What follows belongs to an exercise in optimizing a design on an open flow for small area, a short achievable clock period and few clock cycles per item; a production flow would make more cautious choices. In this exercise RTL edits were held to simulation tests only and were not proved equivalent to the original.

$ cat design/flow/flow/run.sh
#!/bin/bash
# Layout flow: the standard flow (standard.sh), with one change to synthesis:
# ABC maps the logic with an area-recovering script (flow/abc_area.script)
# instead of ORFS's delay script. Registers are mapped before ABC, so they are
# the standard synthesis's registers, with the same names and cells.
set -euo pipefail
W=$(pwd)
cat > "$W/area_synth.tcl" <<TCL
proc abc {args} {
  set i [lsearch -exact \$args -script]
  if {\$i >= 0} {
    set args [lreplace \$args \$i [expr {\$i + 1}] -script $W/flow/abc_area.script]
  }
  yosys abc {*}\$args
}
source $W/synth_recipe.tcl
TCL
bash "$W/standard.sh" SYNTH_SCRIPT="$W/area_synth.tcl" BUFFER_PORTS_ARGS="-buffer_cell sky130_fd_sc_hd__buf_1" ADDER_MAP_FILE= finish > "$W/standard_flow.log" 2>&1
$ cat design/flow/flow/abc_area.script
strash
&get -n
&dch -f
&nf -R 1000
&put
strash
&get -n
&dch -f
&nf -R 1000
&put
$ cat design/flow/standard.sh
#!/bin/bash
# synth_recipe.tcl (not shown) runs the flow's synth.tcl, then flattens the netlist and writes it again
# the make line also repeats each setting of config.mk as NAME=value (left out here)
make -C /OpenROAD-flow-scripts/flow DESIGN_CONFIG=/design/flow/config.mk WORK_HOME=/design/flow/orfs CLKGATE_MAP_FILE= SYNTH_SCRIPT=/design/flow/synth_recipe.tcl "${@:-finish}"
$ cat design/flow/config.mk
export PLATFORM = sky130hd
export DESIGN_NAME = ece571f23_g5_aes_subbytes_seq
export DESIGN_NICKNAME = ece571f23_g5_aes_subbytes_seq
export VERILOG_FILES = /design/flow/design.v
export SDC_FILE = /design/flow/constraint.sdc
export NUM_CORES = 4
export LEC_CHECK = 0
export CAP_MARGIN = 20
export CORE_MARGIN = 2
export CORE_UTILIZATION = 60
export CTS_BUF_LIST = sky130_fd_sc_hd__clkbuf_4
export CTS_CLUSTER_SIZE = 30
export PLACE_DENSITY = 0.75
export SETUP_SLACK_MARGIN = 1.0
export SLEW_MARGIN = 20
$ cat design/flow/constraint.sdc
create_clock -name core_clock -period 17.5 [get_ports {clk}]
set_input_delay 3.5000 -clock core_clock [delete_from_list [all_inputs] [get_ports {clk}]]
set_output_delay 3.5000 -clock core_clock [all_outputs]
set_load 0.01 [all_outputs]
$ cat design/flow/design.v
package ece571f23_g5_aes_pkg;
  localparam int AES_STATE_BYTES = 16;
endpackage
module ece571f23_g5_aes_sbox_in (
  input  logic [7:0] a,
  input  logic       inv,
  output logic [7:0] x
);
  wire t0 = a[4] ^ a[6];
  wire t1 = a[4] ^ a[7];
  wire t2 = a[6] ^ t1;
  wire t3 = a[0] ^ a[1];
  wire t4 = t0 ^ t3;
  wire t5 = a[5] ^ t4;
  wire t6 = a[1] ^ t5;
  wire t7 = a[4] ^ t5;
  wire t8 = a[1] ^ t7;
  wire t9 = a[7] ^ t8;
  wire t10 = a[3] ^ t3;
  wire t11 = a[6] ^ t10;
  wire t12 = a[2] ^ t11;
  wire t13 = t1 ^ t10;
  wire t14 = a[2] ^ a[7];
  wire t15 = a[5] ^ t14;
  wire t16 = t7 ^ t14;
  wire t17 = t8 ^ t10;
  wire t18 = t5 ^ t17;
  assign x[0] = inv ? (t0 ^ 1'b1) : (t7);
  assign x[1] = inv ? (t11 ^ 1'b1) : (t9);
  assign x[2] = inv ? (t1) : (t16);
  assign x[3] = inv ? (t4 ^ 1'b1) : (t6);
  assign x[4] = inv ? (t18 ^ 1'b1) : (t8);
  assign x[5] = inv ? (t5) : (t12);
  assign x[6] = inv ? (t2 ^ 1'b1) : (t13);
  assign x[7] = inv ? (t15 ^ 1'b1) : (a[0]);
endmodule
module ece571f23_g5_aes_gf_inv_pre (
  input  logic [7:0]  x,
  output logic [11:0] p
);
  function automatic logic [1:0] m4(input logic [1:0] a, input logic [1:0] b);
    logic e;
    e  = (a[1] ^ a[0]) & (b[1] ^ b[0]);
    m4 = {(a[1] & b[1]) ^ e, (a[0] & b[0]) ^ e};
  endfunction
  function automatic logic [1:0] k4(input logic [1:0] a);
    k4 = {a[1] ^ a[0], a[1]};
  endfunction
  function automatic logic [3:0] m16(input logic [3:0] a, input logic [3:0] b);
    logic [1:0] e;
    e   = k4(m4(a[3:2] ^ a[1:0], b[3:2] ^ b[1:0]));
    m16 = {m4(a[3:2], b[3:2]) ^ e, m4(a[1:0], b[1:0]) ^ e};
  endfunction
  function automatic logic [3:0] sqnu(input logic [3:0] v);
    sqnu = {v[0] ^ v[2], v[1] ^ v[3], v[1], v[0] ^ v[1]};
  endfunction
  assign p = {x, m16(x[7:4], x[3:0]) ^ sqnu(x[7:4] ^ x[3:0])};
endmodule
module ece571f23_g5_aes_gf_inv_post (
  input  logic [11:0] p,
  output logic [7:0]  y
);
  function automatic logic [1:0] m4(input logic [1:0] a, input logic [1:0] b);
    logic e;
    e  = (a[1] ^ a[0]) & (b[1] ^ b[0]);
    m4 = {(a[1] & b[1]) ^ e, (a[0] & b[0]) ^ e};
  endfunction
  function automatic logic [1:0] k4(input logic [1:0] a);
    k4 = {a[1] ^ a[0], a[1]};
  endfunction
  function automatic logic [3:0] m16(input logic [3:0] a, input logic [3:0] b);
    logic [1:0] e;
    e   = k4(m4(a[3:2] ^ a[1:0], b[3:2] ^ b[1:0]));
    m16 = {m4(a[3:2], b[3:2]) ^ e, m4(a[1:0], b[1:0]) ^ e};
  endfunction
  function automatic logic [3:0] inv16(input logic [3:0] a);
    logic [1:0] s, d, di;
    s     = a[3:2] ^ a[1:0];
    d     = m4(a[3:2], a[1:0]) ^ k4({s[0], s[1]});
    di    = {d[0], d[1]};
    inv16 = {m4(a[1:0], di), m4(a[3:2], di)};
  endfunction
  logic [3:0] di;
  assign di = inv16(p[3:0]);
  assign y  = {m16(p[7:4], di), m16(p[11:8], di)};
endmodule
module ece571f23_g5_aes_gf_inv (
  input  logic [7:0] x,
  output logic [7:0] y
);
  logic [11:0] p;
  ece571f23_g5_aes_gf_inv_pre  u_pre  (.x(x), .p(p));
  ece571f23_g5_aes_gf_inv_post u_post (.p(p), .y(y));
endmodule
module ece571f23_g5_aes_sbox_out (
  input  logic [7:0] y,
  input  logic       inv,
  output logic [7:0] s
);
  wire t0 = y[0] ^ y[4];
  wire t1 = y[0] ^ y[6];
  wire t2 = y[1] ^ y[4];
  wire t3 = y[0] ^ t2;
  wire t4 = y[2] ^ y[6];
  wire t5 = y[0] ^ t4;
  wire t6 = y[2] ^ t3;
  wire t7 = y[3] ^ y[4];
  wire t8 = y[1] ^ t7;
  wire t9 = y[3] ^ y[5];
  wire t10 = y[4] ^ t5;
  wire t11 = t8 ^ t10;
  wire t12 = t9 ^ t10;
  wire t13 = y[7] ^ t1;
  wire t14 = t8 ^ t13;
  wire t15 = t9 ^ t13;
  wire t16 = y[2] ^ t15;
  assign s[0] = inv ? (y[7]) : (t8 ^ 1'b1);
  assign s[1] = inv ? (t0) : (t3 ^ 1'b1);
  assign s[2] = inv ? (t6) : (t15);
  assign s[3] = inv ? (t14) : (t11);
  assign s[4] = inv ? (t7) : (t5);
  assign s[5] = inv ? (t16) : (t9 ^ 1'b1);
  assign s[6] = inv ? (t12) : (t4 ^ 1'b1);
  assign s[7] = inv ? (t2) : (t1);
endmodule
module ece571f23_g5_aes_sbox (
  output logic [7:0] out,
  input  logic [7:0] in,
  input  logic       inv
);
  logic [7:0] x, y;
  ece571f23_g5_aes_sbox_in  u_in  (.a(in), .inv(inv), .x(x));
  ece571f23_g5_aes_gf_inv   u_inv (.x(x), .y(y));
  ece571f23_g5_aes_sbox_out u_out (.y(y), .inv(inv), .s(out));
endmodule
module ece571f23_g5_aes_subbytes_seq (
  input  logic         clk,
  input  logic         rst,
  input  logic         in_valid,
  output logic         in_ready,
  input  logic         in_inverse,
  input  logic [127:0] datain,
  output logic         out_valid,
  input  logic         out_ready,
  output logic [127:0] dataout,
  output logic         busy
);
  logic         sk_v_q, sk_v_d, rdy_q, v1_q, v2_q;
  logic         sk_inv_q, inv1_q;
  logic [127:0] x_d, sk_x_q, x_q, y, res_d, res_q;
  logic         acc, ld2, ld1, src_v, src_inv;
  logic [127:0] src_x;
  for (genvar k = 0; k < 16; k++) begin : g_lane
    ece571f23_g5_aes_sbox_in u_in (
      .a   (datain[8*k +: 8]),
      .inv (in_inverse),
      .x   (x_d[8*k +: 8])
    );
    ece571f23_g5_aes_gf_inv u_inv (
      .x (x_q[8*k +: 8]),
      .y (y[8*k +: 8])
    );
    ece571f23_g5_aes_sbox_out u_out (
      .y   (y[8*k +: 8]),
      .inv (inv1_q),
      .s   (res_d[8*k +: 8])
    );
  end
  assign acc = in_valid && !sk_v_q;    
  assign ld2 = !v2_q || out_ready;     
  assign ld1 = !v1_q || ld2;           
  assign src_v   = sk_v_q || acc;
  assign src_x   = sk_v_q ? sk_x_q   : x_d;
  assign src_inv = sk_v_q ? sk_inv_q : in_inverse;
  always_comb begin
    if (sk_v_q) sk_v_d = !ld1;
    else        sk_v_d = acc && !ld1;
  end
  always_ff @(posedge clk) begin
    if (rst) begin
      sk_v_q <= 1'b0;
      rdy_q  <= 1'b1;
      v1_q   <= 1'b0;
      v2_q   <= 1'b0;
    end else begin
      sk_v_q <= sk_v_d;
      rdy_q  <= !sk_v_d;
      if (ld2) v2_q <= v1_q;
      if (ld1) v1_q <= src_v;
    end
  end
  always_ff @(posedge clk) begin
    if (!sk_v_q) begin
      sk_x_q   <= x_d;
      sk_inv_q <= in_inverse;
    end
  end
  always_ff @(posedge clk) begin
    if (ld1 && src_v) begin
      x_q    <= src_x;
      inv1_q <= src_inv;
    end
  end
  always_ff @(posedge clk) begin
    if (ld2 && v1_q) begin
      res_q <= res_d;
    end
  end
  assign in_ready  = rdy_q;
  assign out_valid = v2_q;
  assign dataout   = res_q;
  assign busy      = sk_v_q || v1_q || v2_q;
endmodule
==> notes.md, run 1 <==
post-detail-place hpwl=48.90 mm; Required @ worst endpoint=18.06 ns; final hold vios=0; DR vias=22,740; largest family of logic cells by synthesized area=XOR/XNOR gates; final core utilization=67.58%; CP endpoint kind=flop; post-synthesis cell count=3,145; CP max stage delay=0.53 ns; RSZ-0062 raised after global routing=no; total negative slack=0 ns; CP Cell Sequence=xnor2_1, nor2_1, xnor2_1, xnor2_1, xnor2_1, nand2_1, xnor2_1, nand2_1, o21ai_0, xor2_1, xor2_1, nor2_1, xnor2_1, xnor2_1, xnor2_1, xnor2_1, xor2_1, o21ai_0, xnor2_1; CP max FO=7; Via-to-Cell Ratio=5.376; initial antenna violation count=11; first-pass GRT wire length=107.1 mm; crit start category=flop; reg2reg start=x_q[97]$_DFFE_PP_; layout cells sized above 1=5.152%; Die Span Y=223.8 um; port bufs=263; met3 Resource Use GR=5.352%; clock skew=0.06299 ns; vias in the first global route=22,540; design area=32,270 um2; multiplexer share of the synthesized area=1.360%; Setup WS pre-CTS=11.49 ns; XOR/XNOR Fraction of Synth Area=41.06%; Synth Area in Simple Gates=12.19%; CTS Buf Count=103; Yosys warning count=3; Synth Net Count=3,278; CTS tree=done; Worst path most repeated cell=xnor2_1; distinct cell type count after synthesis=37; TritonRoute pass-1 iters=5; crit path DAT=5.99 ns; drc violations=0; hold-fix buffers at CTS=0; largest net degree at the start of global routing=96; Chip Width=223.8 um; hold-critical path depth=2; outcome=finished clean; CP delay by family, top=XOR/XNOR gates; post-CTS sizing=0; area of the core=47,750 um2; Worst Hold Class=reg2reg; Final Critical Period=5.432 ns; sequential area share after synthesis=35.81%; met1 Use GR=31.80%; Max-Cap Viols=0; DRT iter0 DRCs=1,222; Post-DP Area=30,870 um2; Post-Synth Adder-Cell Area=0%; Reg2Reg Depth=19; CTS Sinks=390; Starting Density=60.71%; Final ANT Viol Nets=0; Slew @ Worst Pin=1.142 ns; CTS Buffer Depth=3; IO Count=264; gpl congestion=0.8938; Total GRT Usage=25.91%; register clock-pin slew on the reported worst setup and hold paths=0.07 ns; Slew Limit Fails=0; Worst path slowest cell=edfxtp_1; Final WS setup=12.07 ns; total setup buffers inserted after CTS=0; Avg Cell Area, Syn=9.216 um2; Compound-Gate Fraction of Synth Area=9.341%; Syn-to-layout area delta=11.32%; Root Buffer=clkbuf_4; Setup violations, final=0; total grt overflow=0; HP Start=sk_x_q[107]$_DFF_P_; period utilisation layout=31.04%; slew margin rel.=23.84%; number of fill cells=3,863; CP Launch Point=x_q[97]$_DFFE_PP_; WL per Instance=15.49 um; Total Die Area=50,080 um2; WP buf/inv=0; worst-skew pair later-pin latency=0.84 ns; nets=3,657; H-tree levels=3; Global Route met2 Usage=45.24%; #FFs+latches synth=390; Mapped Area=28,990 um2; Rows=80; critical path type=reg2reg; Max Clk Rate=0.1841 GHz; gr busiest metal=met2; Routed WL=65.51 mm; critical path depth=19
[layout make-up]
type	count	area, um2	area share, %
inverters	18	67.56	0.2094
multi-input cells	2737	18570	57.56
well taps	615	769.5	2.385
clock buffers	156	1171	3.629
clock inverters	35	217.7	0.6747
diodes	5	12.51	0.03878
repair buffers	274	1071	3.319
flip-flops and latches	390	10380	32.18
[path summary, 6_finish.rpt]
path                                       endpoint  slack [ns]
worst max register to register  res_q[99]$_DFFE_PP_       12.07
worst min register to register  sk_x_q[107]$_DFF_P_        0.45
worst min-delay path            sk_x_q[107]$_DFF_P_        0.45
worst max-delay path            res_q[99]$_DFFE_PP_       12.07
[flip-flops by register name, summed over array words and instances, names as in the netlist]
| name | flops |
|---|---|
| v1_q | 1 |
| inv1_q | 1 |
| res_q | 128 |
| sk_inv_q | 1 |
| x_q | 128 |
| sk_x_q | 128 |
| rdy_q | 1 |
| v2_q | 1 |
| sk_v_q | 1 |
[cells by family (layout without fill, tap and decap cells)]
family,count (synthesis),in the layout
xor gates and xnor gates,1359,1359
and+or+nand+nor,874,874
DFF,390,390
AOI/OAI and AO/OA,465,465
other,0,5
muxes,39,39
buffers and inverters,18,483
[stage by stage]
stage	std cells	hold WS, ns
floorplan	3145	0.4117
global placement	4034	0.4280
detailed placement	4034	0.4293
CTS	4225	0.4476
global route	4228	0.4573
finish	4230	0.4468
[cells in the mapped netlist]
master,count,share of area (%)
xnor2_1,964,29
nand2_1,417,5.4
xor2_1,395,12
nor2_1,349,4.5
edfxtp_1,257,27
o21ai_0,203,3.5
dfxtp_1,133,9.2
a21oi_1,123,2.1
nand2b_1,53,1.1
a22oi_1,41,1.1
mux2i_1,36,1.2
o31ai_1,29,0.75
o221ai_1,22,0.66
clkinv_1,18,0.23
and2_0,15,0.32
nor3_1,13,0.22
nor2b_1,12,0.26
o22ai_1,12,0.26
or2_0,10,0.22
a31oi_1,7,0.15
a21o_1,6,0.16
a211oi_1,5,0.13
mux2_1,3,0.12
o221a_1,3,0.12
o22a_1,3,0.091
a221o_1,2,0.069
a221oi_1,2,0.060
o32ai_1,2,0.060
or3_1,2,0.043
a21boi_0,1,0.026
a31o_1,1,0.030
a32oi_1,1,0.030
and3_1,1,0.022
nand3_1,1,0.017
nor4_1,1,0.022
o21a_1,1,0.026
o31a_1,1,0.030
[routing by layer]
metal / wire length, um / part of all wire (%)
met5: 74 / 0.11
met4: 1574 / 2.4
met3: 4072 / 6.2
met2: 31990 / 49
met1: 27800 / 42
[tightest hold or removal path, cell delays in order (launching register included)]
cell	delay [ns]
dfxtp_1	0.31
nand2_1	0.04
nand2_1	0.06
[cells in the final DEF (no fill, tap or decap), types with 3 or more instances in the layout]
cell type / instances
or2_0: 9
dfxtp_1: 132
edfxtp_1: 257
mux2_1: 3
nor2_1: 347
o22a_1: 3
clkinv_1: 42
nand2b_1: 52
o31ai_1: 29
a21o_1: 6
nand2_1: 417
xnor2_1: 964
clkbuf_4: 156
a21oi_1: 122
buf_4: 11
xor2_1: 395
a31oi_1: 7
a22oi_1: 41
and2_0: 15
buf_1: 262
mux2i_1: 36
o21ai_0: 203
clkinv_2: 6
diode_2: 5
nor2b_1: 11
a211oi_1: 5
o221a_1: 3
o221ai_1: 22
bufinv_16: 3
o22ai_1: 12
nor3_1: 13
Testbench counts, summed over its fixed seeds: cycles 1,040, items 1,024.
==> inputs of run 2 (changes only) <==
--- a/design/flow/design.v
+++ b/design/flow/design.v
@@ -145,7 +145,7 @@
   output logic [127:0] dataout,
   output logic         busy
 );
-  logic         sk_v_q, sk_v_d, rdy_q, v1_q, v2_q;
+  logic         sk_v_q, sk_v_d, rdy_q, busy_q, v1_q, v1_d, v2_q, v2_d;
   logic         sk_inv_q, inv1_q;
   logic [127:0] x_d, sk_x_q, x_q, y, res_d, res_q;
   logic         acc, ld2, ld1, src_v, src_inv;
@@ -175,18 +175,22 @@
   always_comb begin
     if (sk_v_q) sk_v_d = !ld1;
     else        sk_v_d = acc && !ld1;
+    v1_d = ld1 ? src_v : v1_q;
+    v2_d = ld2 ? v1_q  : v2_q;
   end
   always_ff @(posedge clk) begin
     if (rst) begin
       sk_v_q <= 1'b0;
       rdy_q  <= 1'b1;
+      busy_q <= 1'b0;
       v1_q   <= 1'b0;
       v2_q   <= 1'b0;
     end else begin
       sk_v_q <= sk_v_d;
       rdy_q  <= !sk_v_d;
-      if (ld2) v2_q <= v1_q;
-      if (ld1) v1_q <= src_v;
+      busy_q <= sk_v_d || v1_d || v2_d;
+      v1_q   <= v1_d;
+      v2_q   <= v2_d;
     end
   end
   always_ff @(posedge clk) begin
@@ -209,5 +213,5 @@
   assign in_ready  = rdy_q;
   assign out_valid = v2_q;
   assign dataout   = res_q;
-  assign busy      = sk_v_q || v1_q || v2_q;
-endmodule
+  assign busy      = busy_q;
+endmodule
==> run 2 against run 1 <==
Against the previous run: still clean on timing, DRC and antenna; first-iteration DRC count fell by 0.82%; clock skew down 0.017 ns; synthesized area rose by 0.42%; count of clock-buffer cells in the layout is 8 lower; critical path depth is 14 lower; sequential share of layout area fell by 0.079 points; sequential cell count increased by 1; highest routed layer unchanged.
==> notes.md, run 2 <==
outcome=finished clean; CTS Buf Count=106; TritonRoute pass-1 iters=5; area of the multi-input gates=18,650 um2; crit start category=input pin; CTS Buffer Depth=3; Final WS setup=11.81 ns; CTS tree=done; final hold vios=0; most frequent cell after synthesis=xnor2_1; Max-Cap Viols=0; worst-skew pair later-pin latency=0.86 ns; total setup buffers inserted after CTS=0; Via-to-Cell Ratio=5.334; critical path type=in2reg; area of the core=47,850 um2; initial antenna violation count=7; Total GRT Usage=25.86%; DRT iter0 DRCs=1,212; Chip Width=224.3 um; Synth Net Count=3,302; final hold slack=0.4482 ns; nets=3,683; total grt overflow=0; placed cells=4,057; Final ANT Viol Nets=0; Slew @ Worst Pin=1.006 ns; H-tree levels=3; #FFs+latches synth=391; Setup violations, final=0; post-CTS sizing=0; FF+latch area=10,400 um2; commonest cells after routing, fill and taps aside=xnor2_1, nand2_1, xor2_1; layout cells sized above 1=5.084%; clock skew=0.04560 ns; CP endpoint kind=flop; post-route insts no fill=4,259; Starting Density=60.84%; largest net degree at the start of global routing=130; WL per Instance=15.39 um; DR vias=22,717; Yosys warning count=3; Synth Flop Type=edfxtp_1; CP max stage delay=0.82 ns; port bufs=263; Async S/R FF share, synth=0%; IO Count=264; Max Clk Rate=0.1757 GHz; first-pass GRT wire length=107.1 mm; Routed WL=65.57 mm; CTS Sinks=391; Slew Limit Fails=0; Avg Cell Area, Syn=9.185 um2; Die Span Y=224.3 um; hold-fix buffers at CTS=0; Syn-to-layout area delta=11.34%; number of enable flip-flop cells after synthesis=257; WP buf/inv=3; drc violations=0; Mapped Area=29,110 um2; distinct cell type count after synthesis=37; top cell type's share of synthesized area=28.62%; Total Die Area=50,290 um2; CP max FO=51; Final Critical Period=5.691 ns; post-detail-place hpwl=48.46 mm; cell accounting for the most synthesized area=xnor2_1; sequential area share after synthesis=35.73%; Worst Hold Class=reg2reg; vias in the first global route=22,722; Rows=80; Required @ worst endpoint=18.17 ns; post-synthesis cell count=3,169; most frequent cells after synthesis=xnor2_1, nand2_1, xor2_1; Worst path slowest cell=nor2_4; Synth area leaders=xnor2_1, edfxtp_1, xor2_1; crit path DAT=6.36 ns; slew margin rel.=32.92%; register clock-pin slew on the reported worst setup and hold paths=0.06 ns; number of fill cells=3,832; period utilisation layout=32.52%; RSZ-0062 raised after global routing=no; CP delay by family, top=buffers and inverters; total negative slack=0 ns; CP Cell Sequence=clkbuf_4, buf_4, inv_2, nor2_4, a221o_1; biggest regs=res_q x128, sk_x_q x128, x_q x128; gpl congestion=0.9345; commonest non-fill, non-tap cell in the layout=xnor2_1; Root Buffer=clkbuf_4; Setup WS pre-CTS=11.01 ns
## run 2: path summary, 6_finish.rpt
check | from | end | slack [ns] | cells past startpoint
setup / recovery | in_inverse | x_q[64]$_DFFE_PP_ | 11.81 | 5
hold / removal | sk_x_q[125]$_DFF_P_ | sk_x_q[125]$_DFF_P_ | 0.45 | 2
hold reg to reg | sk_x_q[125]$_DFF_P_ | sk_x_q[125]$_DFF_P_ | 0.45 | 2
setup reg to reg | x_q[105]$_DFFE_PP_ | res_q[109]$_DFFE_PP_ | 12.07 | 20
## run 2: cell families after synthesis
| kind of cell | Yosys count | synth area share, % |
|---|---|---|
| flops | 391 | 35.73 |
| fa+ha+maj | 1 | 0.03439 |
| xor+xnor | 1350 | 40.62 |
| buf+inv | 25 | 0.3224 |
| simple gates | 917 | 12.80 |
| mux | 44 | 1.526 |
| compound gates | 441 | 8.967 |
## run 2: per-stage QoR
step,instance area (um2),util [%]
after floorplan,29110,-
after detailed placement,31000,64.78
after global routing,32410,67.74
after global placement,31000,64.78
after CTS,32400,67.71
final,32410,67.74
## run 2: layout make-up
cell class	count	share of cell area [%]
multi-input cells	2753	57.55
repair buffers	273	3.328
diodes	5	0.03861
clock inverters	49	0.8918
flip-flops and latches	391	32.10
inverters	25	0.2896
well taps	615	2.374
clock buffers	148	3.428
## run 2: worst min-delay path, cell delays in order, from the launching register on
cell,delay [ns]
dfxtp_1,0.31
nand2_1,0.05
nand2_1,0.06
## run 2: routing by layer
metal / part of all wire, % / up-vias / global-route usage (%)
li1: - / 11373 / -
met1: 42 / 10535 / 31.56
met2: 48 / 642 / 44.48
met3: 5.9 / 163 / 4.833
met4: 3.5 / 4 / 11.79
met5: 0.037 / - / 0
Testbench counts of run 2, summed over its fixed seeds: cycles 1,040, items 1,024.
==> inputs of run 3 (changes only) <==
--- a/design/flow/config.mk
+++ b/design/flow/config.mk
@@ -8,7 +8,7 @@
 export CAP_MARGIN = 20
 export CORE_MARGIN = 2
 export CORE_UTILIZATION = 60
-export CTS_BUF_LIST = sky130_fd_sc_hd__clkbuf_4
+export CTS_BUF_LIST = sky130_fd_sc_hd__clkbuf_2 sky130_fd_sc_hd__clkbuf_4
 export CTS_CLUSTER_SIZE = 30
 export PLACE_DENSITY = 0.75
 export SETUP_SLACK_MARGIN = 1.0
==> run 3 against run 2 <==
Against the previous run: critical endpoint unchanged; still clean on timing, DRC and antenna; count of clock-buffer cells in the layout unchanged; register-to-register slack barely moved; fmax is the same.
==> notes.md, run 3 <==
outcome=finished clean; Starting Density=60.84%; post-route insts no fill=4,259; WL per Instance=15.39 um; commonest cells after routing, fill and taps aside=xnor2_1, nand2_1, xor2_1; design area=32,410 um2; largest net degree at the start of global routing=130; hold-critical path depth=2; final core utilization=67.74%; #FFs+latches synth=391; Total GRT Usage=25.86%; number of fill cells=3,832; TritonRoute pass-1 iters=5; Yosys warning count=3; register clock-pin slew on the reported worst setup and hold paths=0.06 ns; IO Count=264; Required @ worst endpoint=18.17 ns; placed cells=4,057; Avg Cell Area, Syn=9.185 um2; Final WS setup=11.81 ns; Post-DP Area=31,000 um2; Rows=80; CTS Sinks=391; drc violations=0; total grt overflow=0; WHS Endpoint=sk_x_q[125]$_DFF_P_; Slew Limit Fails=0; reg2reg start=x_q[105]$_DFFE_PP_; post-synthesis cell count=3,169; crit path DAT=6.36 ns; total setup buffers inserted after CTS=0; CP endpoint kind=flop; Worst Hold Class=reg2reg; crit start category=input pin; worst-skew pair later-pin latency=0.86 ns; reg2reg setup slack=12.07 ns; top cell type's share of synthesized area=28.62%; Slew @ Worst Pin=1.006 ns; post-detail-place hpwl=48.46 mm; CTS Buf Count=106; HP Start=sk_x_q[125]$_DFF_P_; DR vias=22,717; biggest regs=res_q x128, sk_x_q x128, x_q x128; Routed WL=65.57 mm; RR Endpoint=res_q[109]$_DFFE_PP_; Synth area leaders=xnor2_1, edfxtp_1, xor2_1; Via-to-Cell Ratio=5.334; Setup WS pre-CTS=11.01 ns; Final ANT Viol Nets=0; commonest non-fill, non-tap cell in the layout=xnor2_1; Setup violations, final=0; H-tree levels=3; area of the core=47,850 um2; total negative slack=0 ns; initial antenna violation count=7; CTS Buffer Depth=3; vias in the first global route=22,722; Die Span Y=224.3 um; Synth Net Count=3,302; RSZ-0062 raised after global routing=no; cell accounting for the most synthesized area=xnor2_1; CP max FO=51; first-pass GRT wire length=107.1 mm; Final Critical Period=5.691 ns; post-CTS sizing=0; gpl congestion=0.9345; nets=3,683; Max-Cap Viols=0; Max Clk Rate=0.1757 GHz; slew margin rel.=32.92%; Root Buffer=clkbuf_4; layout cells sized above 1=5.084%; distinct cell type count after synthesis=37; Async S/R FF share, synth=0%; hold-fix buffers at CTS=0; most frequent cells after synthesis=xnor2_1, nand2_1, xor2_1; port bufs=263; CP Launch Point=in_inverse; Mapped Area=29,110 um2; Reg2Reg Depth=20; CTS tree=done; most frequent cell after synthesis=xnor2_1; final hold vios=0; sequential area share after synthesis=35.73%; number of enable flip-flop cells after synthesis=257; critical path type=in2reg; DRT iter0 DRCs=1,212; Total Die Area=50,290 um2; Synth Flop Type=edfxtp_1; period utilisation layout=32.52%; Syn-to-layout area delta=11.34%; Chip Width=224.3 um; clock skew=0.04560 ns
## run 3: worst max path at each step
stage                                      to  depth (start not counted)
after CTS                   x_q[64]$_DFFE_PP_                          5
final                       x_q[64]$_DFFE_PP_                          5
after detailed placement     x_q[2]$_DFFE_PP_                          6
after global routing      res_q[35]$_DFFE_PP_                         19
after floorplan              inv1_q$_DFFE_PP_                          2
after global placement       x_q[2]$_DFFE_PP_                          6
## run 3: cell families after synthesis
kind of cell    after synthesis  share of synthesized area [%]
fa+ha+maj                     1                        0.03439
buf+inv                      25                         0.3224
compound gates              441                          8.967
flops                       391                          35.73
simple gates                917                          12.80
xor+xnor                   1350                          40.62
mux                          44                          1.526
## run 3: area by class of cell
class / count / area (um2) / share of cell area (%)
diodes: 5 / 12.51 / 0.03861
clock buffers: 148 / 1111 / 3.428
clock inverters: 49 / 289.0 / 0.8918
inverters: 25 / 93.84 / 0.2896
multi-input cells: 2753 / 18650 / 57.55
flip-flops and latches: 391 / 10400 / 32.10
well taps: 615 / 769.5 / 2.374
repair buffers: 273 / 1079 / 3.328
## run 3: through the flow
stage | hold WS [ns]
3_5_place_dp | 0.4347
2_1_floorplan | 0.4117
6_report | 0.4482
5_1_grt | 0.4708
3_3_place_gp | 0.4238
4_1_cts | 0.4518
## run 3: worst max-delay path: stages
cell and delay, ns:
clkbuf_4 0.55, buf_4 0.58, inv_2 0.54, nor2_4 0.82, a221o_1 0.31
## run 3: per-layer routing
layer  track usage, %  vias up  routed length (um)  share of wire, %
li1                 -    11373                   -                 -
met1            31.56    10535               27810                42
met2            44.48      642               31590                48
met3            4.833      163                3884               5.9
met4            11.79        4                2266               3.5
met5                0        -                  24             0.037
==> inputs of run 4 (changes only) <==
--- a/design/flow/flow/run.sh
+++ b/design/flow/flow/run.sh
@@ -15,4 +15,4 @@
 }
 source $W/synth_recipe.tcl
 TCL
-bash "$W/standard.sh" SYNTH_SCRIPT="$W/area_synth.tcl" BUFFER_PORTS_ARGS="-buffer_cell sky130_fd_sc_hd__buf_1" ADDER_MAP_FILE= finish > "$W/standard_flow.log" 2>&1
+bash "$W/standard.sh" SYNTH_SCRIPT="$W/area_synth.tcl" BUFFER_PORTS_ARGS="-buffer_cell sky130_fd_sc_hd__buf_1" ADDER_MAP_FILE= SETUP_SLACK_MARGIN=11.6 finish > "$W/standard_flow.log" 2>&1
--- a/design/flow/config.mk
+++ b/design/flow/config.mk
@@ -8,7 +8,7 @@
 export CAP_MARGIN = 20
 export CORE_MARGIN = 2
 export CORE_UTILIZATION = 60
-export CTS_BUF_LIST = sky130_fd_sc_hd__clkbuf_2 sky130_fd_sc_hd__clkbuf_4
+export CTS_BUF_LIST = sky130_fd_sc_hd__clkbuf_4
 export CTS_CLUSTER_SIZE = 30
 export PLACE_DENSITY = 0.75
 export SETUP_SLACK_MARGIN = 1.0
==> run 4 against run 3 <==
Against the previous run: still clean on timing, DRC and antenna; first-iteration DRC count up 6.3%; core utilization grew 0.060 points; sequential cell count unchanged; count of clock-buffer cells in the layout rose by 7; final cell count decreased by 0.12%; global-route usage up 0.34 points; largest cell class unchanged.
==> notes.md, run 4 <==
CP Cell Sequence=clkbuf_4, buf_4, inv_2, buf_4, nor2_4, a22oi_1, o21ai_0; most frequent cell after synthesis=xnor2_1; commonest non-fill, non-tap cell in the layout=xnor2_1; total setup buffers inserted after CTS=0; post-synthesis cell count=3,169; CTS Sinks=391; Setup violations, final=0; reg2reg start=x_q[19]$_DFFE_PP_; number of fill cells=3,866; Avg Cell Area, Syn=9.185 um2; top cell type's share of synthesized area=28.62%; RR Endpoint=res_q[21]$_DFFE_PP_; vias in the first global route=23,140; DR vias=22,921; critical path type=in2reg; most frequent cells after synthesis=xnor2_1, nand2_1, xor2_1; outcome=finished clean; Max-Cap Viols=0; Worst path most repeated cell=buf_4; WL met3=4.130 mm; total negative slack=0 ns; Final Critical Period=5.742 ns; drc violations=0; final core utilization=67.80%; area of the core=47,850 um2; post-detail-place hpwl=49.32 mm; Chip Width=224.3 um; WHS Endpoint=sk_x_q[109]$_DFF_P_; RSZ-0062 raised after global routing=no; TritonRoute pass-1 iters=5; Synth area leaders=xnor2_1, edfxtp_1, xor2_1; Async S/R FF share, synth=0%; WL per Instance=15.69 um; CP endpoint kind=flop; Syn-to-layout area delta=11.44%; met2 routed WL=32.62 mm; nets=3,683; gpl congestion=0.9307; HP Start=sk_x_q[109]$_DFF_P_; CTS Buffer Depth=3; Mapped Area=29,110 um2; IO Count=264; H-tree levels=3; Synth Flop Type=edfxtp_1; worst-skew pair later-pin latency=0.89 ns; Via-to-Cell Ratio=5.388; placed cells=4,058; Synth Net Count=3,302; final hold vios=0; Worst path slowest cell=nor2_4; CTS Buf Count=105; register clock-pin slew on the reported worst setup and hold paths=0.07 ns; Total Die Area=50,290 um2; hold-fix buffers at CTS=0; crit start category=input pin; reg2reg setup slack=12.10 ns; crit path DAT=6.39 ns; Reg2Reg Depth=19; Slew Limit Fails=0; Starting Density=60.84%; Root Buffer=clkbuf_4; first-pass GRT wire length=107.9 mm; DRT iter0 DRCs=1,288; CP max stage delay=0.76 ns; Slew @ Worst Pin=1.102 ns; Final ANT Viol Nets=0; top layer reached by signal wires=met5; Die Span Y=224.3 um; wl on met1=27.88 mm; distinct cell type count after synthesis=37; period utilisation layout=32.81%; largest net degree at the start of global routing=92; final hold slack=0.4478 ns; CP max FO=62; Required @ worst endpoint=18.15 ns; post-route insts no fill=4,254; initial antenna violation count=8; Worst Hold Class=reg2reg; sequential area share after synthesis=35.73%; layout cells sized above 1=5.365%; CTS tree=done; number of enable flip-flop cells after synthesis=257; port bufs=263; cell accounting for the most synthesized area=xnor2_1; commonest cells after routing, fill and taps aside=xnor2_1, nand2_1, xor2_1; Yosys warning count=3; slew margin rel.=26.54%; biggest regs=res_q x128, sk_x_q x128, x_q x128; Routed WL=66.74 mm; total grt overflow=0; Rows=80; Max Clk Rate=0.1742 GHz; Total GRT Usage=26.20%; hold-critical path depth=2; clock skew=0.07209 ns; #FFs+latches synth=391
-- run 4: cell counts after synthesis --
Identical to the previous run, type by type.
-- run 4: worst max-delay path by stage --
stage | startpoint | end | slack (ns)
after floorplan | in_valid | inv1_q$_DFFE_PP_ | 11.25
after global placement | in_inverse | x_q[2]$_DFFE_PP_ | 11.02
after detailed placement | in_inverse | x_q[2]$_DFFE_PP_ | 10.98
after CTS | in_inverse | x_q[2]$_DFFE_PP_ | 11.90
after global routing | x_q[19]$_DFFE_PP_ | res_q[21]$_DFFE_PP_ | 11.65
final | in_inverse | x_q[2]$_DFFE_PP_ | 11.76
-- run 4: worst max-delay path, delay by kind of cell --
family / cells / cell delay, ns
buf+inv: 4 / 1.75
compound gates: 2 / 0.29
simple gates: 1 / 0.76
-- run 4: what timing repair did --
action | CTS | global route
gates resized for setup | 0 | 1
setup endpoints to repair | 0 | 2
endpoints found under the hold margin | 0 | 0
-- run 4: area by class of cell --
cell class | instances | area (um2) | share of cell area (%)
multi-input cells | 2753 | 18650 | 57.50
flip-flops and latches | 391 | 10400 | 32.07
clock buffers | 155 | 1164 | 3.587
repair buffers | 274 | 1074 | 3.310
well taps | 615 | 769.5 | 2.372
clock inverters | 37 | 270.3 | 0.8332
inverters | 25 | 93.84 | 0.2893
diodes | 4 | 10.01 | 0.03086
-- run 4: per-layer routing --
metal / vias to the layer above / global-route usage (%)
met5: - / 0
met4: 8 / 11.64
met3: 135 / 5.199
met2: 644 / 45.51
met1: 10728 / 31.52
li1: 11406 / -
-- run 4: cell families after synthesis --
family | after synthesis | synth area share, %
and+or+nand+nor | 917 | 12.80
muxes | 44 | 1.526
DFF | 391 | 35.73
adders and majority gates | 1 | 0.03439
xor gates and xnor gates | 1350 | 40.62
AOI/OAI and AO/OA | 441 | 8.967
buffers and inverters | 25 | 0.3224
-- run 4: metrics by stage --
stage               setup WS, ns  area (um2)
floorplan                  11.25       29130
global placement           11.02       30990
detailed placement         10.98       30990
CTS                        11.90       32430
global route               11.65       32440
finish                     11.76       32440
==> inputs of run 5 (changes only) <==
--- a/design/flow/flow/run.sh
+++ b/design/flow/flow/run.sh
@@ -15,4 +15,4 @@
 }
 source $W/synth_recipe.tcl
 TCL
-bash "$W/standard.sh" SYNTH_SCRIPT="$W/area_synth.tcl" BUFFER_PORTS_ARGS="-buffer_cell sky130_fd_sc_hd__buf_1" ADDER_MAP_FILE= SETUP_SLACK_MARGIN=11.6 finish > "$W/standard_flow.log" 2>&1
+bash "$W/standard.sh" SYNTH_SCRIPT="$W/area_synth.tcl" BUFFER_PORTS_ARGS="-buffer_cell sky130_fd_sc_hd__buf_1" ADDER_MAP_FILE= SETUP_SLACK_MARGIN=12.5 finish > "$W/standard_flow.log" 2>&1
==> run 5 against run 4 <==
Against the previous run: register-to-register slack gained 0.44 ns; sequential share of layout area shrank 3.7 points; critical path depth shrank 6; via count grew 5.3%; worst setup slack gained 0.76 ns; clock skew shrank 0.042 ns; fmax grew 15%; core utilization grew 8.8 points; global-route usage grew 0.58 points; critical path type is now reg2out.
==> notes.md, run 5 <==
Setup WS pre-CTS=11.00 ns; Final ANT Viol Nets=0; drc violations=0; clock skew=0.02978 ns; post-detail-place hpwl=49.48 mm; biggest regs=res_q x128, sk_x_q x128, x_q x128; H-tree levels=3; port bufs=263; IO Count=264; CP endpoint kind=output port; Post-DP Area=31,780 um2; distinct cell type count after synthesis=37; post-synthesis cell count=3,169; Synth area leaders=xnor2_1, edfxtp_1, xor2_1; Root Buffer=clkbuf_4; total grt overflow=0; most frequent cell after synthesis=xnor2_1; vias in the first global route=22,926; #FFs+latches synth=391; critical path type=reg2out; outcome=finished clean; Required @ worst endpoint=14.00 ns; CTS Sinks=391; worst-skew pair later-pin latency=0.85 ns; commonest cells after routing, fill and taps aside=xnor2_1, nand2_1, nor2_1; period utilisation layout=28.46%; Setup violations, final=0; WL per Instance=16.70 um; WP buf/inv=1; placed cells=4,056; most frequent cells after synthesis=xnor2_1, nand2_1, xor2_1; Final WS setup=12.52 ns; Avg Cell Area, Syn=9.185 um2; Die Span Y=224.3 um; Via-to-Cell Ratio=5.451; nets=3,852; commonest non-fill, non-tap cell in the layout=xnor2_1; Slew Limit Fails=0; Routed WL=73.91 mm; crit start category=flop; Synth Net Count=3,302; DRT iter0 DRCs=1,540; CP max stage delay=0.46 ns; CTS Buf Count=103; Worst Hold Class=reg2reg; hold-fix buffers at CTS=0; Starting Density=60.84%; Chip Width=224.3 um; final core utilization=76.64%; Max-Cap Viols=0; first-pass GRT wire length=109.7 mm; number of enable flip-flop cells after synthesis=257; post-route insts no fill=4,426; register clock-pin slew on the reported worst setup and hold paths=0.07 ns; slew margin rel.=29.14%; CTS tree=done; Total GRT Usage=26.78%; CTS Buffer Depth=3; Max Clk Rate=0.2008 GHz; Slew @ Worst Pin=1.063 ns; top cell type's share of synthesized area=28.62%; Rows=80; Final Critical Period=4.980 ns; Yosys warning count=3; DR vias=24,127; CP Cell Sequence=buf_1; design area=36,670 um2; Syn-to-layout area delta=25.97%; Worst path slowest cell=edfxtp_1; largest net degree at the start of global routing=112; initial antenna violation count=3; cell accounting for the most synthesized area=xnor2_1; area of the core=47,850 um2; crit path DAT=1.48 ns; gpl congestion=0.9500; Mapped Area=29,110 um2; CP max FO=1; sequential area share after synthesis=35.73%; TritonRoute pass-1 iters=7; total negative slack=0 ns; Synth Flop Type=edfxtp_1; Total Die Area=50,290 um2; Async S/R FF share, synth=0%; RSZ-0062 raised after global routing=yes; final hold vios=0; layout cells sized above 1=19.41%; CP delay by family, top=flip-flops
[run 5: kinds of logic after synthesis]
| kind of cell | Yosys count | synth area share [%] |
|---|---|---|
| buf+inv | 25 | 0.3224 |
| simple gates | 917 | 12.80 |
| xor+xnor | 1350 | 40.62 |
| flops | 391 | 35.73 |
| mux | 44 | 1.526 |
| fa+ha+maj | 1 | 0.03439 |
| compound gates | 441 | 8.967 |
[run 5: metal layers]
layer	wire [um]	vias to the layer above	track usage (%)
li1	-	11695	-
met1	29870	11499	33.08
met2	37390	766	46.88
met3	4249	167	4.115
met4	2399	0	11.02
met5	0	-	0
[run 5: per-stage QoR]
step           hold slack, ns
2_1_floorplan          0.4117
3_3_place_gp           0.4239
3_5_place_dp           0.4378
4_1_cts                0.4553
5_1_grt                0.4740
6_report               0.4505
[run 5: final timing paths]
kind	from	slack, ns	endpoint	cells past startpoint
setup reg to reg	x_q[5]$_DFFE_PP_	12.54	res_q[2]$_DFFE_PP_	21
hold / removal	sk_x_q[113]$_DFF_P_	0.45	sk_x_q[113]$_DFF_P_	2
setup / recovery	res_q[80]$_DFFE_PP_	12.52	dataout[80]	1
hold reg to reg	sk_x_q[113]$_DFF_P_	0.45	sk_x_q[113]$_DFF_P_	2
[run 5: area by class of cell]
class / instances / area [um2]
multi-input combinational: 2753 / 21480
fill: 3238 / 11180
sequential: 391 / 10400
timing repair buffer: 445 / 2390
clock buffer: 155 / 1164
tap: 615 / 769.5
clock inverter: 39 / 350.3
inverter: 25 / 101.3
antenna: 3 / 7.507
[run 5: tightest hold or removal path: cells and delay by family (launching register included)]
kind             cells  cell delay (ns)
DFF                  1             0.31
and+or+nand+nor      2             0.11
[run 5: repair_timing]
| action | 4_1_cts | 5_1_grt |
|---|---|---|
| buffers inserted | 10 | 163 |
| cloned | 0 | 0 |
| pin swaps | 10 | 72 |
| gates resized for setup | 71 | 251 |
| endpoints found under the setup margin | 122 | 225 |
==> inputs of run 6 (changes only) <==
--- a/design/flow/flow/run.sh
+++ b/design/flow/flow/run.sh
@@ -15,4 +15,4 @@
 }
 source $W/synth_recipe.tcl
 TCL
-bash "$W/standard.sh" SYNTH_SCRIPT="$W/area_synth.tcl" BUFFER_PORTS_ARGS="-buffer_cell sky130_fd_sc_hd__buf_1" ADDER_MAP_FILE= SETUP_SLACK_MARGIN=12.5 finish > "$W/standard_flow.log" 2>&1
+bash "$W/standard.sh" SYNTH_SCRIPT="$W/area_synth.tcl" BUFFER_PORTS_ARGS="-buffer_cell sky130_fd_sc_hd__buf_1" ADDER_MAP_FILE= SETUP_SLACK_MARGIN=11.9 finish > "$W/standard_flow.log" 2>&1
==> run 6 against run 5 <==
Against the previous run: still clean on timing, DRC and antenna; cell area is 11% lower; via count decreased by 5.1%; sequential share of layout area rose by 3.6 points; count of clock-buffer cells in the layout is 15 lower; first-iteration DRC count down 13%; worst setup slack lost 0.27 ns; critical path type is now reg2reg; critical endpoint is now res_q[29]$_DFFE_PP_; largest cell class unchanged; highest routed layer unchanged.
==> notes.md, run 6 <==
CP endpoint kind=flop; number of enable flip-flop cells after synthesis=257; Total GRT Usage=26.43%; reg2reg start=x_q[25]$_DFFE_PP_; Post-DP Area=31,010 um2; reg2reg setup slack=12.25 ns; Via-to-Cell Ratio=5.386; Final ANT Viol Nets=0; Synth area leaders=xnor2_1, edfxtp_1, xor2_1; Required @ worst endpoint=18.04 ns; Worst path slowest cell=edfxtp_1; Slew @ Worst Pin=1.103 ns; CTS Sinks=391; most frequent cells after synthesis=xnor2_1, nand2_1, xor2_1; Synth Flop Type=edfxtp_1; layout cells sized above 1=5.478%; DR vias=22,895; #FFs+latches synth=391; CP max FO=7; Syn-to-layout area delta=11.71%; outcome=finished clean; HP Start=sk_x_q[117]$_DFF_P_; hold-fix buffers at CTS=0; port bufs=263; crit path DAT=5.79 ns; Total Die Area=50,290 um2; Worst Hold Class=reg2reg; Setup violations, final=0; Mapped Area=29,110 um2; top cell type's share of synthesized area=28.62%; Rows=80; post-CTS sizing=0; design area=32,520 um2; total setup buffers inserted after CTS=0; post-synthesis cell count=3,169; Synth Net Count=3,302; Root Buffer=clkbuf_4; Chip Width=224.3 um; slew margin rel.=26.49%; CTS Buf Count=101; IO Count=264; Final Critical Period=5.247 ns; Max Clk Rate=0.1906 GHz; CP Cell Sequence=xnor2_1, nor2_1, xnor2_1, xnor2_1, xnor2_1, nand2_1, xnor2_1, or2_0, a21oi_1, or2_0, xnor2_1, xnor2_1, nand2b_1, xor2_1, xnor2_1, xor2_1, xor2_1, xnor2_1, xor2_1, a21oi_1; Avg Cell Area, Syn=9.185 um2; CP max stage delay=0.52 ns; commonest non-fill, non-tap cell in the layout=xnor2_1; WP buf/inv=0; nets=3,680; CTS Buffer Depth=3; Starting Density=60.84%; Async S/R FF share, synth=0%; final hold vios=0; CP Launch Point=x_q[25]$_DFFE_PP_; Max-Cap Viols=0; total negative slack=0 ns; gpl congestion=0.9331; first-pass GRT wire length=109.4 mm; Slew Limit Fails=0; RSZ-0062 raised after global routing=yes; clock skew=0.03908 ns; period utilisation layout=29.98%; crit start category=flop; worst-skew pair later-pin latency=0.85 ns; drc violations=0; register clock-pin slew on the reported worst setup and hold paths=0.07 ns; WL per Instance=15.73 um; Yosys warning count=3; commonest cells after routing, fill and taps aside=xnor2_1, nand2_1, xor2_1; H-tree levels=3; largest net degree at the start of global routing=105; Worst path most repeated cell=xnor2_1; biggest regs=res_q x128, sk_x_q x128, x_q x128; initial antenna violation count=2; area of the core=47,850 um2; total grt overflow=0; cell accounting for the most synthesized area=xnor2_1; most frequent cell after synthesis=xnor2_1; critical path type=reg2reg; DRT iter0 DRCs=1,335; Routed WL=66.86 mm; CP delay by family, top=XOR/XNOR gates; TritonRoute pass-1 iters=8; distinct cell type count after synthesis=37; vias in the first global route=22,947; sequential area share after synthesis=35.73%; Die Span Y=224.3 um; CTS tree=done; post-detail-place hpwl=49.12 mm
==> run 6: cell counts after synthesis <==
No cell type changed its count.
==> run 6: cells by family after synthesis <==
logic type      after synthesis  share of synthesized area [%]
xor+xnor                   1350                          40.62
simple gates                917                          12.80
compound gates              441                          8.967
flops                       391                          35.73
mux                          44                          1.526
buf+inv                      25                         0.3224
fa+ha+maj                     1                        0.03439
==> run 6: worst min-delay path: cells and delay by family (launching register included) <==
kind,cells,cell delay [ns]
flip-flops,1,0.32
AND/OR/NAND/NOR,2,0.11
==> run 6: routing by layer <==
layer / share of wire [%] / track usage (%) / wire (um) / vias to the layer above
met2: 48 / 45.49 / 32230 / 644
met1: 43 / 32.48 / 28470 / 10742
met3: 6.3 / 5.225 / 4201 / 137
met4: 2.9 / 10.94 / 1955 / 0
li1: - / - / - / 11372
met5: 0 / 0 / 0 / -
==> run 6: worst paths after layout <==
kind                         end  cells past startpoint
min reg2reg  sk_x_q[117]$_DFF_P_                      2
max          res_q[29]$_DFFE_PP_                     20
max reg2reg  res_q[29]$_DFFE_PP_                     20
min          sk_x_q[117]$_DFF_P_                      2
==> run 6: through the flow <==
step	cells	setup WS [ns]	util [%]	hold WS [ns]
6_report	4251	12.25	67.96	0.4498
5_1_grt	4250	11.87	67.96	0.4772
4_1_cts	4248	12.13	67.70	0.4497
2_1_floorplan	3169	11.25	-	0.4117
3_3_place_gp	4059	11.72	64.80	0.4234
3_5_place_dp	4059	11.67	64.80	0.4292
==> run 6: layout make-up <==
cell class              instances  area [um2]
well taps                     615       769.5
clock buffers                 140        1051
flip-flops and latches        391       10400
repair buffers                275        1081
inverters                      25       93.84
fillers                      3775       15330
clock inverters                49       334.1
diodes                          3       7.507
multi-input cells            2753       18780
==> inputs of run 7 (changes only) <==
--- a/design/flow/flow/run.sh
+++ b/design/flow/flow/run.sh
@@ -15,4 +15,4 @@
 }
 source $W/synth_recipe.tcl
 TCL
-bash "$W/standard.sh" SYNTH_SCRIPT="$W/area_synth.tcl" BUFFER_PORTS_ARGS="-buffer_cell sky130_fd_sc_hd__buf_1" ADDER_MAP_FILE= SETUP_SLACK_MARGIN=11.9 finish > "$W/standard_flow.log" 2>&1
+bash "$W/standard.sh" SYNTH_SCRIPT="$W/area_synth.tcl" BUFFER_PORTS_ARGS="-buffer_cell sky130_fd_sc_hd__buf_1" ADDER_MAP_FILE= SETUP_SLACK_MARGIN=12.2 finish > "$W/standard_flow.log" 2>&1
==> design/flow/flow/abc_area.script (replaced) <==
strash
&get -n
&deepsyn -T 120
&put
strash
&get -n
&dch -f
&nf -R 1000
&put
strash
&get -n
&dch -f
&nf -R 1000
&put
==> run 7 against run 6 <==
Against the previous run: critical path depth fell by 14; die area fell by 1.8%; clock skew rose by 0.0061 ns; highest routed layer is now met5.
==> notes.md, run 7 <==
Setup violations, final=0; Synth Net Count=3,318; Root Buffer=clkbuf_4; Avg Cell Area, Syn=8.975 um2; Post-DP Area=30,460 um2; most frequent cells after synthesis=xnor2_1, nand2_1, xor2_1; critical path type=in2reg; total grt overflow=0; CTS tree=done; Via-to-Cell Ratio=5.400; register clock-pin slew on the reported worst setup and hold paths=0.06 ns; Yosys warning count=3; CP endpoint kind=flop; CTS Buffer Depth=3; Max-Cap Viols=0; Synth Flop Type=edfxtp_1; outcome=finished clean; IO Count=264; layout cells sized above 1=9.842%; DR vias=23,162; CTS Buf Count=104; drc violations=0; commonest non-fill, non-tap cell in the layout=xnor2_1; worst-skew pair later-pin latency=0.85 ns; period utilisation layout=29.09%; Die Span Y=222.3 um; biggest regs=res_q x128, sk_x_q x128, x_q x128; Syn-to-layout area delta=15.74%; post-synthesis cell count=3,185; reg2reg start=x_q[119]$_DFFE_PP_; Max Clk Rate=0.1964 GHz; design area=33,090 um2; Slew @ Worst Pin=1.082 ns; Synth area leaders=edfxtp_1, xnor2_1, xor2_1; post-detail-place hpwl=49.25 mm; final hold vios=0; Total Die Area=49,410 um2; most frequent cell after synthesis=xnor2_1; WL per Instance=15.79 um; Total GRT Usage=26.46%; cell accounting for the most synthesized area=edfxtp_1; vias in the first global route=22,643; Routed WL=67.74 mm; Final WS setup=12.41 ns; number of enable flip-flop cells after synthesis=257; Chip Width=222.3 um; number of fill cells=3,677; total negative slack=0 ns; H-tree levels=3; RSZ-0062 raised after global routing=yes; Starting Density=61.14%; Required @ worst endpoint=18.05 ns; CP max FO=98; #FFs+latches synth=391; CTS Sinks=391; Async S/R FF share, synth=0%; distinct cell type count after synthesis=36; Final ANT Viol Nets=0; sequential area share after synthesis=36.38%; Final Critical Period=5.091 ns; gpl congestion=0.9435; crit start category=input pin; DRT iter0 DRCs=1,322; hold-fix buffers at CTS=0; TritonRoute pass-1 iters=5; nets=3,724; Mapped Area=28,590 um2; initial antenna violation count=7; HP Start=sk_x_q[38]$_DFF_P_; Rows=79; slew margin rel.=27.85%; port bufs=263; commonest cells after routing, fill and taps aside=xnor2_1, nand2_1, xor2_1; Slew Limit Fails=0; Setup WS pre-CTS=11.59 ns; largest net degree at the start of global routing=100; area of the core=46,750 um2; top cell type's share of synthesized area=27.00%; CP Launch Point=in_inverse; clock skew=0.04516 ns; first-pass GRT wire length=108.3 mm; crit path DAT=5.64 ns; Worst Hold Class=reg2reg
==> run 7: changes by cell type in the layout (fill, tap and decap cells not counted), sizes merged, moves of 29 or more <==
cell | before | now
xnor2 | 951 | 827
a21oi | 123 | 216
nand2 | 424 | 483
o21a | 4 | 57
nor2 | 370 | 320
o31ai | 33 | 2
o21ai | 180 | 209
==> run 7: worst paths after layout <==
| check | end | slack (ns) | cells after the start |
|---|---|---|---|
| worst max register to register | res_q[117]$_DFFE_PP_ | 12.49 | 22 |
| worst min register to register | sk_x_q[38]$_DFF_P_ | 0.44 | 2 |
| worst min-delay path | sk_x_q[38]$_DFF_P_ | 0.44 | 2 |
| worst max-delay path | x_q[118]$_DFFE_PP_ | 12.41 | 6 |
==> run 7: logic make-up (layout without fill, tap and decap cells) <==
group,count (synthesis),in the layout,synth area share (%)
xor gates and xnor gates,1239,1239,37.96
and+or+nand+nor,953,953,13.77
other,0,4,0
buffers and inverters,30,523,0.3939
DFF,391,391,36.38
adders and majority gates,1,1,0.03502
AOI/OAI and AO/OA,546,546,10.53
muxes,25,25,0.9235
==> run 7: final cells by class <==
type	count	area (um2)	area share, %
diodes	4	10.01	0.03025
clock buffers	167	1254	3.789
clock inverters	26	113.9	0.3441
inverters	30	113.9	0.3441
multi-input cells	2764	19160	57.92
flip-flops and latches	391	10400	31.44
well taps	607	759.5	2.296
repair buffers	300	1269	3.835
==> run 7: metrics by stage <==
step	util [%]	instances	hold slack [ns]
after floorplan	-	3185	0.4117
after global placement	65.15	4066	0.4225
after detailed placement	65.15	4066	0.4289
after CTS	68.09	4259	0.4430
after global routing	70.75	4287	0.4627
final	70.77	4289	0.4417
==> run 7: repair_timing <==
| item | in CTS | in global routing |
|---|---|---|
| setup endpoints to repair | 3 | 84 |
| setup buffers | 0 | 26 |
| resized for setup | 2 | 157 |
| pin swaps | 0 | 17 |
==> run 7: worst max-delay path, stage by stage <==
cell and delay [ns]:
clkbuf_4 0.64, buf_4 0.82, mux2i_1 0.32, a21oi_1 0.10, o21ai_0 0.09, nand2_1 0.09
==> run 7: metal layers <==
| layer | GRT usage [%] | part of all wire [%] | vias to the layer above |
|---|---|---|---|
| li1 | - | - | 11462 |
| met1 | 32.43 | 42 | 10914 |
| met2 | 46.34 | 50 | 645 |
| met3 | 4.893 | 6.1 | 133 |
| met4 | 9.786 | 2.7 | 8 |
| met5 | 0 | 0.084 | - |
==> inputs of run 8 (changes only) <==
==> design/flow/flow/abc_area.script (replaced) <==
strash
&get -n
&dch -f
&nf -R 1000
&put
strash
&get -n
&dch -f
&nf -R 1000
&put
==> run 8 against run 7 <==
Against the previous run: fmax up 0.80%; sequential share of layout area down 0.44 points; sequential cell count unchanged; critical path type is now reg2reg; register-to-register slack worse by 0.04 ns; critical endpoint is now res_q[53]$_DFFE_PP_.
==> notes.md, run 8 <==
outcome=finished clean; Required @ worst endpoint=18.03 ns; Final Critical Period=5.050 ns; biggest regs=res_q x128, sk_x_q x128, x_q x128; final hold slack=0.4501 ns; Chip Width=224.3 um; top cell type's share of synthesized area=28.62%; Total GRT Usage=25.89%; #FFs+latches synth=391; CP max FO=6; TritonRoute pass-1 iters=5; worst-skew pair later-pin latency=0.87 ns; area of the core=47,850 um2; commonest cells after routing, fill and taps aside=xnor2_1, nand2_1, xor2_1; distinct cell type count after synthesis=37; Setup violations, final=0; total negative slack=0 ns; Routed WL=67.44 mm; Synth Net Count=3,302; port bufs=263; H-tree levels=3; Root Buffer=clkbuf_4; number of enable flip-flop cells after synthesis=257; CP max stage delay=0.54 ns; Via-to-Cell Ratio=5.372; Worst Hold Class=reg2reg; Mapped Area=29,110 um2; Slew Limit Fails=0; largest net degree at the start of global routing=94; WL per Instance=15.77 um; Yosys warning count=3; vias in the first global route=22,572; CTS Sinks=391; Syn-to-layout area delta=15.26%; gpl congestion=0.9194; cell accounting for the most synthesized area=xnor2_1; hold-fix buffers at CTS=0; most frequent cells after synthesis=xnor2_1, nand2_1, xor2_1; RSZ-0062 raised after global routing=yes; Post-DP Area=31,010 um2; Synth area leaders=xnor2_1, edfxtp_1, xor2_1; Starting Density=60.84%; Max-Cap Viols=0; Synth Flop Type=edfxtp_1; sequential area share after synthesis=35.73%; wl on met1=28.15 mm; slew margin rel.=23.56%; Worst path slowest cell=edfxtp_1; Final WS setup=12.45 ns; initial antenna violation count=5; DRT iter0 DRCs=1,225; most frequent cell after synthesis=xnor2_1; first-pass GRT wire length=107.0 mm; Max Clk Rate=0.1980 GHz; WL met3=3.644 mm; CP endpoint kind=flop; Final ANT Viol Nets=0; CTS Buf Count=105; period utilisation layout=28.86%; CP Cell Sequence=xnor2_2, nor2_1, xor2_1, xor2_1, nor2_1, xnor2_1, nor2b_1, maj3_1, xnor2_2, xnor2_1, nor2_1, xnor2_1, xnor2_1, xor2_1, xor2_1, xnor2_1, xnor2_1, nand2_1, o21ai_0; number of fill cells=3,701; Avg Cell Area, Syn=9.185 um2; Worst path most repeated cell=xnor2_1; Setup WS pre-CTS=10.95 ns; CTS Buffer Depth=3; Slew @ Worst Pin=1.147 ns; nets=3,699; crit path DAT=5.58 ns; top layer reached by signal wires=met5; critical path type=reg2reg; design area=33,550 um2; register clock-pin slew on the reported worst setup and hold paths=0.07 ns; met2 routed WL=33.05 mm; Total Die Area=50,290 um2; Die Span Y=224.3 um; Async S/R FF share, synth=0%; DR vias=22,975; CTS tree=done; IO Count=264; total grt overflow=0; drc violations=0; Rows=80; crit start category=flop; post-detail-place hpwl=48.17 mm; layout cells sized above 1=9.541%; commonest non-fill, non-tap cell in the layout=xnor2_1; post-synthesis cell count=3,169; final hold vios=0; clock skew=0.06083 ns
[run 8: cell count changes after synthesis, moves of 27 or more]
cell and change:
o31ai_1 +31, nor2_1 +50, o21a_1 -53, a21oi_1 -93
nand2_1 -59, xnor2_1 +124, mux2i_1 +27, o21ai_0 -29
[run 8: through the flow]
step                util, %  std cells
finish                70.12       4277
global route          70.12       4277
CTS                   67.91       4259
detailed placement    64.82       4057
global placement      64.82       4057
floorplan                 -       3169
[run 8: cell families (layout without fill, tap and decap cells)]
family / Yosys count / after routing / synth area share [%]
xor+xnor: 1350 / 1350 / 40.62
simple gates: 917 / 917 / 12.80
compound gates: 441 / 441 / 8.967
flops: 391 / 391 / 35.73
mux: 44 / 44 / 1.526
buf+inv: 25 / 514 / 0.3224
fa+ha+maj: 1 / 1 / 0.03439
other cells: 0 / 4 / 0
[run 8: final cells by class]
cell class | count | area (um2) | share of cell area [%]
diodes | 4 | 10.01 | 0.02983
clock inverters | 33 | 185.2 | 0.5519
repair buffers | 290 | 1197 | 3.569
well taps | 615 | 769.5 | 2.293
flip-flops and latches | 391 | 10400 | 31.01
multi-input cells | 2753 | 19640 | 58.55
inverters | 25 | 96.34 | 0.2872
clock buffers | 166 | 1246 | 3.714
[run 8: path summary, 6_finish.rpt]
kind	depth (start not counted)	to	slack, ns	from
min	2	sk_x_q[107]$_DFF_P_	0.45	sk_x_q[107]$_DFF_P_
max	19	res_q[53]$_DFFE_PP_	12.45	x_q[49]$_DFFE_PP_
max reg2reg	19	res_q[53]$_DFFE_PP_	12.45	x_q[49]$_DFFE_PP_
min reg2reg	2	sk_x_q[107]$_DFF_P_	0.45	sk_x_q[107]$_DFF_P_
[run 8: metal layers]
layer  global-route usage (%)  up-vias
met1                    31.23    10761
li1                         -    11413
met2                    44.77      627
met5                        0        -
met3                    4.925      172
met4                    12.07        2
[run 8: worst max-delay path, delay by kind of cell (launching register included)]
family	cells	cell delay, ns
adders and majority gates	1	0.42
DFF	1	0.54
xor gates and xnor gates	12	2.91
AOI/OAI and AO/OA	1	0.09
and+or+nand+nor	5	0.80
[run 8: repair_timing]
item,in CTS,in global routing
pin swaps,1,9
hold endpoints to repair,0,0
setup buffers,3,14
resized for setup,3,144
endpoints found under the setup margin,41,112

-- static timing again, ports no longer ideal --
No port has a modelled driver above. Below, the same layouts with a new extraction and two added sets of constraints.
Step 1 assumes that a clkbuf_16 drives the clock port and a buf_2 every other input.
Step 2 adds t to the input delays and takes it off the output delays; t is the mean of the earliest and latest rising clock arrival at the registers after step 1. Input paths then give back, and output paths get back, about the clock's delay inside the block.
a / b / c = ideal ports / drivers / drivers and shift; a / b = the first two.
run	shift t [ns]	setup slack, ns	hold slack, ns	clock arrival spread, ns	worst data-port slew with drivers (ns)
run 1	0.868	12.068 / 12.068 / 11.407	0.447 / 0.447 / 0.447	0.063 / 0.064	0.11
run 2	0.893	11.809 / 11.840 / 10.947	0.448 / 0.448 / 0.448	0.055 / 0.055	0.09
run 3	0.893	11.809 / 11.840 / 10.947	0.448 / 0.448 / 0.448	0.055 / 0.055	0.09
run 4	0.910	11.758 / 11.788 / 10.877	0.448 / 0.448 / 0.448	0.079 / 0.079	0.09
run 5	0.897	12.520 / 12.465 / 11.829	0.450 / 0.450 / 0.450	0.039 / 0.038	0.10
run 6	0.886	12.253 / 12.253 / 11.660	0.450 / 0.450 / 0.450	0.043 / 0.042	0.09
run 7	0.879	12.409 / 12.439 / 11.561	0.442 / 0.442 / 0.442	0.060 / 0.059	0.09
run 8	0.885	12.450 / 12.450 / 11.603	0.450 / 0.450 / 0.450	0.068 / 0.068	0.08
After both steps setup and hold are still met in every run listed. For run 4, which loses most, drivers alone change the setup slack by +0.030 ns; drivers and shift together by -0.881 ns.
